Source: an optimization exercise on an open RTL-to-GDS flow (aim: small area, a short achievable clock period and few clock cycles). Production flows keep margins and buffers that such runs may drop. Function was checked by simulation only, so behaviour that the tests miss may differ from the original.

wip/willow:
## least_squares_slope_core
module least_squares_slope_core (
    input  logic                                   clk,
    input  logic                                   rst_n,
    input  logic                                   start,
    output logic                                   busy,
    input  logic signed [lss_pkg::SAMPLE_BITS-1:0] x_value,
    input  logic signed [lss_pkg::SAMPLE_BITS-1:0] y_value,
    input  logic                                   last_pair,
    output logic                                   done,
    output logic signed [lss_pkg::OUT_W-1:0]       slope,
    output logic                                   no_spread,
    output logic                                   saturated,
    output logic                                   overflowed,
    output logic [lss_pkg::CNT_W-1:0]              pair_count
);
make LEC_CHECK=0 CAP_MARGIN=20 CORE_MARGIN=2 CORE_UTILIZATION=40 PLACE_DENSITY=0.6 SETUP_SLACK_MARGIN=5 SLEW_MARGIN=20 finish   # period 11.0 ns
run.sh (not shown) runs the stock make flow with config.mk's settings and CLKGATE_MAP_FILE= SYNTH_SCRIPT=/design/flow/synth_recipe.tcl, a recipe that flattens the netlist after the stock synthesis.
Testbench counts of wip/willow, summed over its fixed seeds: cycles 27,076.
Changes in wip/ember relative to wip/willow:
Settings: SETUP_SLACK_MARGIN removed (was 5).
==> flow/flow/run.sh (new file) <==
#!/bin/bash
# standard layout, with timing repair aiming further below the clock period
set -euo pipefail
export SETUP_SLACK_MARGIN=6.5
bash standard.sh > flow.log 2>&1
==> flow/standard.sh (new file) <==
#!/bin/bash
# synth_recipe.tcl (not shown) runs the flow's synth.tcl, then flattens the netlist and writes it again
# the make line also repeats each setting of config.mk as NAME=value (left out here)
make -C /OpenROAD-flow-scripts/flow DESIGN_CONFIG=/design/flow/config.mk WORK_HOME=/design/flow/orfs CLKGATE_MAP_FILE= SYNTH_SCRIPT=/design/flow/synth_recipe.tcl "${@:-finish}"
removed: flow/run.sh
Results
wip/ember has completed all stages; timing, DRC and antenna checks passed. Time the final worst path needs with I/O delays and setup delta (wip/ember − wip/willow): favourable. Worst path setup slack after routing is higher on wip/ember. Between wip/willow and wip/ember, the area of the placeable core does not differ in any meaningful way.

## build 44
Another version of the RTL of least_squares_slope_core (not shown whole).
For scale: roughly 700 flip-flops, roughly 84 I/O pins, about 63000 um2 of cells after synthesis.
clock: 11.0 ns
lec_check: 0
cap_margin: 20
core_margin: 2
core_utilization: 70
place_density: 0.85
slew_margin: 20
standard.sh (not shown) runs the stock make flow with config.mk's settings and CLKGATE_MAP_FILE= SYNTH_SCRIPT=/design/flow/synth_recipe.tcl, a recipe that flattens the netlist after the stock synthesis.
==> flow/flow/run.sh <==
#!/bin/bash
# standard layout, with timing repair aiming further below the clock period
set -euo pipefail
export SETUP_SLACK_MARGIN=6.5
bash standard.sh > flow.log 2>&1
Build 44 finished every step from synthesis to the final layout, and the layout passed the timing, design-rule and antenna checks.
Testbench counts of build 44, summed over its fixed seeds: cycles 26,290.
The inputs of build 39 differ from those of build 44 as listed below.
Settings: PLACE_DENSITY changed from 0.85 to 0.8; CORE_UTILIZATION changed from 70 to 65.
[summary]
- The final cell area excluding filler cells was comparable across build 44 and build 39.
- Build 39 against build 44: post-route clock period utilization now sits lower; area growth from synthesis to final layout now sits lower; die height now sits higher.
Input changes introduced in build 45 (baseline for comparison: build 39):
Settings: CTS_CLUSTER_SIZE: unset -> 30; CTS_BUF_LIST: unset -> sky130_fd_sc_hd__clkbuf_4 sky130_fd_sc_hd__clkbuf_8.
Build 45 against build 39: register share of the cell area barely changed; wire length picked up an extra 1100 um; core utilization about even; total placed cells including tap cells flat.
diff inputs: build 45 => build 76
Settings: TNS_END_PERCENT newly set to 10; CTS_CLUSTER_SIZE removed (was 30); CTS_BUF_LIST removed (was sky130_fd_sc_hd__clkbuf_4 sky130_fd_sc_hd__clkbuf_8).
Findings:
- Relative to build 45, the total CTS buffers of build 76 is lower by 41.
- Going from build 45 to build 76, final worst-path cycle share essentially unchanged; insertion delay of the later-clocked pin in the worst-skew pair down 0.15 ns; buffers plus inverters on the worst setup path held steady.
- Comparing build 76 with build 45, the global-route usage came out essentially unchanged.
- Summary of build 76 over build 45: worst setup slack increased 0.0035 ns; count of clock-buffer cells in the layout -62.

run a:
Another version of the RTL of least_squares_slope_core (not shown whole).
For scale: about 680 flip-flops, about 84 I/O pins, about 62000 sq um of cells after synthesis.
clock: 11.0 ns
lec_check: 0
cap_margin: 20
core_margin: 2
core_utilization: 55
place_density: 0.7
slew_margin: 20
Scripts as last shown in full above: flow/flow/run.sh
Testbench counts of run a, summed over its fixed seeds: cycles 27,076.
Here is what was changed in the inputs of run b compared with run a.
Settings: PLACE_DENSITY now 0.8, was 0.7; CORE_UTILIZATION now 65, was 55.
==> flow/flow/run.sh <==
#!/bin/bash
# standard layout, with timing repair aiming further below the clock period
set -euo pipefail
export SETUP_SLACK_MARGIN=7
bash standard.sh > flow.log 2>&1
[summary]
- Run b against run a: post-route minimum period has increased; number of fillers in the final layout moved down; relative area change from synthesis to final layout shows an increase of 5.3 points.
- Number of antenna violations at the first check in global routing: run b > run a
- Effective utilization at floorplan | run b above run a
- Summary: with run a as the reference, count of non-filler cells in the finished layout in run b moved down slightly.

least_squares_slope_core, a different RTL version from the one above (not shown whole).
For scale: about 6500 cells after synthesis, roughly 84 I/O pins, ~0.062 mm^2 of cells after synthesis.
export LEC_CHECK = 0
export CAP_MARGIN = 20
export CORE_MARGIN = 2
export CORE_UTILIZATION = 55
export PLACE_DENSITY = 0.7
export SETUP_SLACK_MARGIN = 5
export SLEW_MARGIN = 20
create_clock -name core_clock -period 11.0 [get_ports {clk}]
run.sh (not shown) runs the stock make flow with config.mk's settings and CLKGATE_MAP_FILE= SYNTH_SCRIPT=/design/flow/synth_recipe.tcl, a recipe that flattens the netlist after the stock synthesis.
Stock flow here: none of the scripts above is used.
Testbench counts at the start, summed over its fixed seeds: cycles 27,076.
==> next run, changes <==
==> flow/flow/run.sh (new file) <==
#!/bin/bash
# standard layout, with timing repair aiming further below the clock period
set -euo pipefail
export SETUP_SLACK_MARGIN=6.2
bash standard.sh > flow.log 2>&1
==> flow/standard.sh (new file) <==
#!/bin/bash
# synth_recipe.tcl (not shown) runs the flow's synth.tcl, then flattens the netlist and writes it again
# the make line also repeats each setting of config.mk as NAME=value (left out here)
make -C /OpenROAD-flow-scripts/flow DESIGN_CONFIG=/design/flow/config.mk WORK_HOME=/design/flow/orfs CLKGATE_MAP_FILE= SYNTH_SCRIPT=/design/flow/synth_recipe.tcl "${@:-finish}"
SETUP_SLACK_MARGIN = not set   (was 5)
removed: flow/run.sh
=>
- The new run finished clean
- non-clock buffer count is higher by 165

Another version of the RTL of least_squares_slope_core (not shown whole).
Size in the first run: ~7200 cells after synthesis, roughly 84 I/O pins, about 67000 um2 of cells after synthesis.
make LEC_CHECK=0 CAP_MARGIN=20 CORE_MARGIN=2 CORE_UTILIZATION=40 PLACE_DENSITY=0.6 SETUP_SLACK_MARGIN=5 SLEW_MARGIN=20 finish   # period 11.0 ns
Stock flow here: none of the scripts above is used.
Testbench counts at the start, summed over its fixed seeds: cycles 27,084.
Next try:
SETUP_SLACK_MARGIN = default   (was 5)
Effect: The changed run passed the timing, design-rule and antenna checks. Wire length falls by a few percent. Fmax falls by a quarter to a third. Final cell count falls slightly. Setup slack is worse by 2200 ps. Final area falls by a few percent. Die area stays the same. Hold slack stays flat. Clock-buffer cell count falls by 3. Non-clock buffer count falls by 186.

==> re-timing with driven ports <==
The flow's constraints put no driver on any port. The routed layouts listed below were extracted and timed again, unchanged, in two steps. Step 1 sets driving cells, clkbuf_16 on the clock port and buf_2 on the other inputs (assumed; they add their load-dependent delay and slew). Step 2, shift: input delay + t, output delay - t, t = (earliest + latest rising clock arrival at the registers) / 2. This alone moves slack from input paths to output paths. Slacks: ideal / step 1 / step 2; pairs: ideal / step 1.
| run | t, ns | slack for setup (ns) | slew at the worst register clock pin (ns) | worst slew at a driven data input, ns | cell pins on the clock port's net |
|---|---|---|---|---|---|
| wip/willow | 0.738 | 4.916 / 4.916 / 4.916 | 0.07 / 0.07 | 0.08 | 1 |
| wip/ember | 0.780 | 4.962 / 4.962 / 4.962 | 0.07 / 0.07 | 0.04 | 1 |
| build 44 | 0.722 | 6.324 / 6.324 / 6.265 | 0.06 / 0.06 | 0.10 | 1 |
| build 39 | 0.732 | 6.386 / 6.386 / 6.386 | 0.07 / 0.07 | 0.06 | 1 |
| build 45 | 0.857 | 6.291 / 6.291 / 6.291 | 0.08 / 0.08 | 0.07 | 1 |
| build 76 | 0.724 | 6.294 / 6.294 / 6.170 | 0.07 / 0.07 | 0.08 | 1 |
| run a | 0.726 | 6.264 / 6.264 / 6.264 | 0.06 / 0.06 | 0.06 | 1 |
| run b | 0.760 | 5.989 / 5.989 / 5.989 | 0.08 / 0.08 | 0.08 | 1 |
| the first run of note 4 | 0.738 | 5.140 / 5.140 / 5.140 | 0.07 / 0.07 | 0.07 | 1 |
| the second run of note 4 | 0.724 | 5.930 / 5.930 / 5.930 | 0.07 / 0.07 | 0.05 | 1 |
| the first run of note 5 | 0.771 | 4.935 / 4.935 / 4.935 | 0.07 / 0.07 | 0.04 | 1 |
| the second run of note 5 | 0.793 | 2.709 / 2.709 / 2.709 | 0.08 / 0.08 | 0.05 | 1 |
After both steps every run listed still meets setup and hold. The setup slack of build 76, which loses most, moves by 0.000 ns with the drivers and by -0.124 ns with both steps.
